This is an optimization exercise on Yosys and OpenROAD, whose aim is small area, a short achievable clock period and few clock cycles, not a production implementation. The RTL was checked by simulation tests, not by an equivalence proof against the original design. Power is estimated from default activity; no workload was simulated.

==> job 9785 <==
==> flow/design.v (excerpt) <==
module mc16_cpu
(
    input  logic                      clock,
    input  logic                      rst_n,
    input  logic                      load_en,
    input  logic [8-1:0] load_addr,
    input  logic [16-1:0]    load_data,
    input  logic [16-1:0]    io_in,
    output logic [16-1:0]    io_out,
    output logic                      io_strobe,
    output logic                      halted
);
clock: 10.0 ns
lec_check: 0
cap_margin: 20
core_margin: 2
core_utilization: 40
cts_cluster_diameter: 100
cts_cluster_size: 20
slew_margin: 40
synth_hierarchical: 1
synth_minimum_keep_size: 0
tns_end_percent: 100
standard.sh (not shown) runs the stock make flow with config.mk's settings and CLKGATE_MAP_FILE= SYNTH_SCRIPT=/design/flow/synth_recipe.tcl, a recipe that flattens the netlist after the stock synthesis.
==> flow/flow/run.sh <==
#!/bin/bash
# The standard layout, with timing repair aiming at a 3.8 ns period instead
# of stopping at 5 ns (SETUP_SLACK_MARGIN is limited to 5 in config.mk).
set -euo pipefail
bash standard.sh SETUP_SLACK_MARGIN=6.2 finish > standard.log 2>&1
==> job 4688: changes against job 9785 <==
==> flow/design.v (replaced) <==
`timescale 1ns/10ps
module mc16_cpu
(
    input  logic                      clock,
    input  logic                      rst_n,
    input  logic                      load_en,
    input  logic [8-1:0] load_addr,
    input  logic [16-1:0]    load_data,
    input  logic [16-1:0]    io_in,
    output logic [16-1:0]    io_out,
    output logic                      io_strobe,
    output logic                      halted
);
    logic        rst_q;
    logic [15:0] io_in_q;
    always_ff @(posedge clock)
    begin
        rst_q   <= rst_n;
        io_in_q <= io_in;
    end
    logic [15:0] ram [256];
    logic [7:0]  mar;
    logic [7:0]  mo_lo_n, me_lo_n;    
    logic [15:0] mo_hi_n, me_hi_n;    
    logic [127:0] wl_o, wl_e;
    logic [15:0]  rd_o, rd_e;
    logic [15:0]  or8_o [16];
    logic [15:0]  or8_e [16];
    always_comb
        for (int i = 0; i < 128; i++)
        begin
            wl_o[i] = !(mo_hi_n[i / 8] | mo_lo_n[i % 8]);
            wl_e[i] = !(me_hi_n[i / 8] | me_lo_n[i % 8]);
        end
    for (genvar b = 0; b < 16; b++)
    begin : g_col
        for (genvar k = 0; k < 16; k++)
        begin : g_or8
            logic [7:0] d_o, d_e;
            for (genvar j = 0; j < 8; j++)
            begin : g_w
                assign d_o[j] = ram[2*(8*k+j)+1][b];
                assign d_e[j] = ram[2*(8*k+j)][b];
            end
            mc16_or8 i_or8_o (.wl(wl_o[8*k +: 8]), .d(d_o), .y(or8_o[b][k]));
            mc16_or8 i_or8_e (.wl(wl_e[8*k +: 8]), .d(d_e), .y(or8_e[b][k]));
        end
        assign rd_o[b] = |or8_o[b];
        assign rd_e[b] = |or8_e[b];
    end
    logic        wp_we;
    logic [7:0]  wp_addr;
    logic [15:0] wp_data;
    always_ff @(posedge clock)
    begin
        if (wp_we)
            ram[wp_addr] <= wp_data;
    end
    logic [7:0]  mar1, mar2;
    logic [15:0] w0, w1;
    assign mar1 = mar + 8'd1;
    assign mar2 = mar + 8'd2;
    assign w0 = (wp_we && wp_addr == mar)  ? wp_data : (mar[0] ? rd_o : rd_e);
    assign w1 = (wp_we && wp_addr == mar1) ? wp_data : (mar[0] ? rd_e : rd_o);
    logic [15:0] regs [16];
    logic        q0_v, q1_v;
    logic [15:0] q0_ir, q1_ir;
    logic [7:0]  q0_addr, q1_addr;
    logic [7:0]  q0_pnext, q1_pnext;    
    logic        e_valid;
    logic [3:0]  e_op;
    logic [3:0]  e_rd;
    logic [15:0] e_a, e_b, e_c;
    logic        e_cin;
    logic [7:0]  e_saddr;     
    logic [7:0]  e_pc1;       
    logic [7:0]  e_tgt;       
    logic        e_mt;        
    logic        e_mnt;       
    logic [7:0]  fpc;         
    logic        btb_v;
    logic [7:0]  btb_key;
    logic [7:0]  btb_tgt;
    logic e_run;
    assign e_run = e_valid && !halted;
    logic e_is_alu, e_is_lw, e_is_sw, e_is_beq, e_is_in, e_is_out, e_is_halt, e_wr;
    assign e_is_alu  = e_op[3:2] == 2'b00 || e_op == 4'd4;
    assign e_is_lw   = e_op == 4'd5;
    assign e_is_sw   = e_op == 4'd6;
    assign e_is_beq  = e_op == 4'd7;
    assign e_is_in   = e_op == 4'd8;
    assign e_is_out  = e_op == 4'd9;
    assign e_is_halt = e_op >= 4'd10;
    assign e_wr      = e_run && (e_is_alu || e_is_lw || e_is_in);
    logic [15:0] e_alu, e_res;
    always_comb
    begin
        case (e_op)
            4'd2:    e_alu = e_a & e_b;
            4'd3:    e_alu = e_a | e_b;
            default: e_alu = e_a + e_b + {15'd0, e_cin};
        endcase
        if (e_is_lw)
            e_res = w0;
        else if (e_is_in)
            e_res = io_in_q;
        else
            e_res = e_alu;
    end
    logic taken;
    assign taken = e_run && e_is_beq && e_a == e_c;
    logic smc, redirect;
    logic [7:0] cn;
    assign smc      = e_run && e_is_sw && ((q0_v && e_saddr == q0_addr) || (q1_v && e_saddr == q1_addr) ||
                                        e_saddr == mar || e_saddr == mar1);
    assign redirect = e_run && ((taken ? !e_mt : !e_mnt) || smc);
    assign cn       = taken ? e_tgt : e_pc1;
    logic ld_cycle;
    assign ld_cycle = e_run && e_is_lw;
    always_ff @(posedge clock)
    begin
        for (int i = 0; i < 16; i++)
        begin
            if (!rst_q)
                regs[i] <= '0;
            else if (e_wr && e_rd == 4'(i))
                regs[i] <= e_res;
        end
    end
    always_ff @(posedge clock)
    begin
        if (!rst_n)
        begin
            wp_we   <= load_en;
            wp_addr <= load_addr;
            wp_data <= load_data;
        end
        else
        begin
            wp_we   <= e_run && e_is_sw;
            wp_addr <= e_saddr;
            wp_data <= e_c;
        end
    end
    always_ff @(posedge clock)
    begin
        if (!rst_n)
        begin
            halted    <= 1'b0;
            io_strobe <= 1'b0;
            btb_v     <= 1'b0;
        end
        else
        begin
            io_strobe <= e_run && e_is_out;
            if (e_run && e_is_halt)
                halted <= 1'b1;
            if (taken)
                btb_v <= 1'b1;
        end
    end
    always_ff @(posedge clock)
    begin
        if (e_run && e_is_out)
            io_out <= e_a;
        if (taken)
        begin
            btb_key <= e_pc1;
            btb_tgt <= e_tgt;
        end
    end
    logic [3:0] d_op, d_rd, d_rs1, d_rs2;
    assign d_op  = q0_ir[15:12];
    assign d_rd  = q0_ir[11:8];
    assign d_rs1 = q0_ir[7:4];
    assign d_rs2 = q0_ir[3:0];
    logic [15:0] d_imm;
    assign d_imm = {{12{q0_ir[3]}}, q0_ir[3:0]};
    logic [15:0] r1, r2, r3;
    assign r1 = regs[d_rs1];
    assign r2 = regs[d_rs2];
    assign r3 = regs[d_rd];
    logic [15:0] a_byp, b_byp, c_byp;
    assign a_byp = (e_wr && e_rd == d_rs1) ? e_res : r1;
    assign b_byp = (e_wr && e_rd == d_rs2) ? e_res : r2;
    assign c_byp = (e_wr && e_rd == d_rd)  ? e_res : r3;
    logic       d_mem, d_is_lw, d_stall, d_issue;
    logic [7:0] d_maddr;
    assign d_is_lw = d_op == 4'd5;
    assign d_mem   = d_op == 4'd5 || d_op == 4'd6;
    assign d_maddr = r1[7:0] + d_imm[7:0];
    assign d_stall = d_mem && e_wr && e_rd == d_rs1;
    assign d_issue = q0_v && !d_stall && !redirect && !halted;
    logic [7:0] d_pc1, d_tgt;
    assign d_pc1 = q0_addr + 8'd1;
    assign d_tgt = d_pc1 + d_imm[7:0];
    logic d_redir;
    assign d_redir = d_issue && d_op == 4'd7 && q0_ir[3] && q0_pnext != d_tgt;
    always_ff @(posedge clock)
    begin
        if (!rst_n)
            e_valid <= 1'b0;
        else if (!halted)
            e_valid <= d_issue;
    end
    always_ff @(posedge clock)
    begin
        begin
            e_op    <= d_op;
            e_rd    <= d_rd;
            e_a     <= a_byp;
            e_b     <= d_op == 4'd1 ? ~b_byp : (d_op[2] ? d_imm : b_byp);
            e_cin   <= d_op == 4'd1;
            e_c     <= c_byp;
            e_saddr <= d_maddr;
            e_pc1   <= d_pc1;
            e_tgt   <= d_tgt;
            e_mt    <= d_redir || q0_pnext == d_tgt;
            e_mnt   <= !d_redir && q0_pnext == d_pc1;
        end
    end
    logic       hit0, hit1;
    logic [7:0] pn0, pn1;
    assign hit0 = btb_v && btb_key == mar1;
    assign hit1 = btb_v && btb_key == mar2;
    assign pn0  = hit0 ? btb_tgt : mar1;
    assign pn1  = hit1 ? btb_tgt : mar2;
    logic fetch;    
    assign fetch = !ld_cycle && !redirect && !d_redir && !halted;
    logic       r1_v;       
    logic       r_full;     
    logic [15:0] r_ir;
    logic [7:0]  r_addr, r_pnext;
    always_comb
    begin
        r_full  = q0_v && q1_v && !d_issue;
        r1_v    = 1'b0;
        r_ir    = q1_ir;
        r_addr  = q1_addr;
        r_pnext = q1_pnext;
        if (q0_v && !d_issue && !q1_v)
        begin
            r1_v    = 1'b1;
            r_ir    = q0_ir;
            r_addr  = q0_addr;
            r_pnext = q0_pnext;
        end
        else if (d_issue && q1_v)
            r1_v = 1'b1;
    end
    logic take0, take1;    
    assign take0 = fetch && !r_full;
    assign take1 = fetch && !r_full && !r1_v && !hit0;
    logic [7:0] f_next;    
    always_comb
    begin
        if (redirect)
            f_next = cn;
        else if (d_redir)
            f_next = d_tgt;
        else if (ld_cycle)
            f_next = fpc;
        else if (take1)
            f_next = pn1;
        else if (take0)
            f_next = pn0;
        else
            f_next = mar;
    end
    logic [7:0] mar_d, po_d, pe_d;
    assign mar_d = (d_issue && d_is_lw) ? d_maddr : f_next;
    assign po_d  = {1'b0, mar_d[7:1]};
    assign pe_d  = ({1'b0, mar_d[7:1]}) + {7'd0, mar_d[0]};
    always_ff @(posedge clock)
    begin
        if (!rst_n)
        begin
            q0_v    <= 1'b0;
            q1_v    <= 1'b0;
            mar     <= 8'd0;
            mo_lo_n <= ~8'd1;
            mo_hi_n <= ~16'd1;
            me_lo_n <= ~8'd1;
            me_hi_n <= ~16'd1;
        end
        else
        begin
            if (redirect || d_redir)
            begin
                q0_v <= 1'b0;
                q1_v <= 1'b0;
            end
            else if (!halted)
            begin
                q0_v <= r_full || r1_v || take0;
                q1_v <= r_full || (r1_v && take0) || take1;
            end
            mar     <= mar_d;
            mo_lo_n <= ~(8'd1 << po_d[2:0]);
            mo_hi_n <= ~(16'd1 << po_d[6:3]);
            me_lo_n <= ~(8'd1 << pe_d[2:0]);
            me_hi_n <= ~(16'd1 << pe_d[6:3]);
        end
    end
    always_ff @(posedge clock)
    begin
        if (!r_full)
        begin
            if (r1_v)
            begin
                q0_ir    <= r_ir;
                q0_addr  <= r_addr;
                q0_pnext <= r_pnext;
                q1_ir    <= w0;
                q1_addr  <= mar;
                q1_pnext <= pn0;
            end
            else
            begin
                q0_ir    <= w0;
                q0_addr  <= mar;
                q0_pnext <= pn0;
                q1_ir    <= w1;
                q1_addr  <= mar1;
                q1_pnext <= pn1;
            end
        end
        if (d_issue && d_is_lw)
            fpc <= f_next;
    end
endmodule
module mc16_or8
(
    input  logic [7:0] wl,
    input  logic [7:0] d,
    output logic       y
);
    assign y = |(wl & d);
endmodule
Settings changed: CTS_CLUSTER_DIAMETER 100 to unset, CTS_CLUSTER_SIZE 20 to unset, TNS_END_PERCENT 100 to 10.
==> job 7060: changes against job 9785 <==
--- a/flow/design.v
+++ b/flow/design.v
@@ -78,12 +78,14 @@
     logic        e_cin;
     logic [7:0]  e_saddr;     
     logic [7:0]  e_pc1;       
     logic [7:0]  e_tgt;       
     logic        e_mt;        
     logic        e_mnt;       
+    logic        e_a_mdr;     
+    logic        e_c_mdr;     
     logic [7:0]  fpc;         
     logic        btb_v;
     logic [7:0]  btb_key;
     logic [7:0]  btb_tgt;
     logic e_run;
     assign e_run = e_valid && !halted;
@@ -164,13 +166,13 @@
             wp_data <= load_data;
         end
         else
         begin
             wp_we   <= e_run && e_is_sw;
             wp_addr <= e_saddr;
-            wp_data <= e_c;
+            wp_data <= e_c_mdr ? mdr : e_c;
         end
     end
     always_ff @(posedge clock)
     begin
         if (!rst_n)
         begin
@@ -187,13 +189,13 @@
                 btb_v <= 1'b1;
         end
     end
     always_ff @(posedge clock)
     begin
         if (e_run && e_is_out)
-            io_out <= e_a;
+            io_out <= e_a_mdr ? mdr : e_a;
         if (taken)
         begin
             btb_key <= e_pc1;
             btb_tgt <= e_tgt;
         end
     end
@@ -213,14 +215,17 @@
     assign b_byp = (e_wr && e_rd == d_rs2) ? e_res : (mdr_v && mdr_rd == d_rs2) ? mdr : r2;
     assign c_byp = (e_wr && e_rd == d_rd)  ? e_res : (mdr_v && mdr_rd == d_rd)  ? mdr : r3;
     logic d_use1, d_use2, d_use3, d_lu;
     assign d_use1 = d_op <= 4'd7 || d_op == 4'd9;
     assign d_use2 = d_op <= 4'd3;
     assign d_use3 = d_op == 4'd6 || d_op == 4'd7;
-    assign d_lu   = ld_cycle && ((d_use1 && d_rs1 == e_rd) || (d_use2 && d_rs2 == e_rd) ||
-                                 (d_use3 && d_rd == e_rd));
+    logic d_a_mdr, d_c_mdr;
+    assign d_a_mdr = ld_cycle && d_op == 4'd9 && d_rs1 == e_rd;
+    assign d_c_mdr = ld_cycle && d_op == 4'd6 && d_rd == e_rd;
+    assign d_lu    = ld_cycle && ((d_use1 && d_rs1 == e_rd && d_op != 4'd9) || (d_use2 && d_rs2 == e_rd) ||
+                                  (d_use3 && d_rd == e_rd && d_op != 4'd6));
     logic       d_mem, d_is_lw, d_stall, d_issue;
     logic [7:0] d_maddr;
     assign d_is_lw = d_op == 4'd5;
     assign d_mem   = d_op == 4'd5 || d_op == 4'd6;
     assign d_maddr = r1[7:0] + d_imm[7:0];
     assign d_stall = d_lu || (d_mem && ((e_wr && e_rd == d_rs1) || (mdr_v && mdr_rd == d_rs1)));
@@ -248,12 +253,14 @@
             e_b     <= d_op == 4'd1 ? ~b_byp : (d_op[2] ? d_imm : b_byp);
             e_cin   <= d_op == 4'd1;
             e_c     <= c_byp;
             e_saddr <= d_maddr;
             e_pc1   <= d_pc1;
             e_tgt   <= d_tgt;
+            e_a_mdr <= d_a_mdr;
+            e_c_mdr <= d_c_mdr;
             e_mt    <= d_redir || d_follow_t;
             e_mnt   <= !d_redir && d_follow_nt;
         end
     end
     logic       hit0, hit1;
     logic [7:0] pn0, pn1, dl0, dl1;
==> flow/flow/run.sh (replaced) <==
#!/bin/bash
# The standard layout, with timing repair aiming at a 3.8 ns period (slack 6.2 on the 10 ns clock) instead
# of stopping at 5 ns (SETUP_SLACK_MARGIN is limited to 5 in config.mk).
set -euo pipefail
bash standard.sh SETUP_SLACK_MARGIN=6.2 finish > standard.log 2>&1
Settings changed: CTS_CLUSTER_SIZE 20 to 25.
==> comparison table <==
	job 9785	job 4688	job 7060
FF+latch count, synth	4664	4643	4666
Wirelength, routed	566 mm	563 mm	570 mm
Number of core rows	243	242	244
WP buf/inv	9	5	6
Cell Int Power	0.0325 W	0.0369 W	0.0310 W
Total power	0.0491 W	0.0547 W	0.0469 W
Proportion of synthesized chip area in sequential cells	0.769	0.776	0.767
Area fraction in compound gates after synthesis	0.134	0.131	0.134
P_sw	0.0166 W	0.0178 W	0.0158 W
Outcome	timing/DRC/antenna clean	timing/DRC/antenna clean	timing/DRC/antenna clean
Count of non-CTS buffers in the layout	992	965	977
H-tree levels	5	5	4
Worst Max-Slew Pin Slew	928 ps	1050 ps	984 ps
Worst Setup Slack, final	5880 ps	4910 ps	5880 ps
Gate power share	0.275	0.250	0.276
Testbench counts of job 9785, summed over its fixed seeds: cycles 69,955.
Testbench counts of job 4688, summed over its fixed seeds: cycles 68,229.
Testbench counts of job 7060, summed over its fixed seeds: cycles 68,374.

separate check: timing with driven ports:
Ports are ideal in the flow. The routed layouts listed here were re-timed in OpenROAD. Step 1 assumes that a clkbuf_16 drives the clock port and a buf_2 every other input. Step 2 times the ports against the registers' clock, not the clock port: input delays grow and output delays shrink by t, the midpoint of the rising clock arrivals with the driver on. Slacks: ideal ports / drivers / drivers and shift; pairs: ideal ports / drivers.
| run | t, ns | setup WS [ns] | worst register clock-pin slew, ns |
|---|---|---|---|
| job 9785 | 1.044 | 5.876 / 5.876 / 5.876 | 0.09 / 0.09 |
| job 4688 | 1.091 | 4.911 / 4.911 / 4.911 | 0.07 / 0.07 |
| job 7060 | 1.097 | 5.877 / 5.877 / 5.877 | 0.11 / 0.11 |
After both steps every run listed still meets setup and hold.
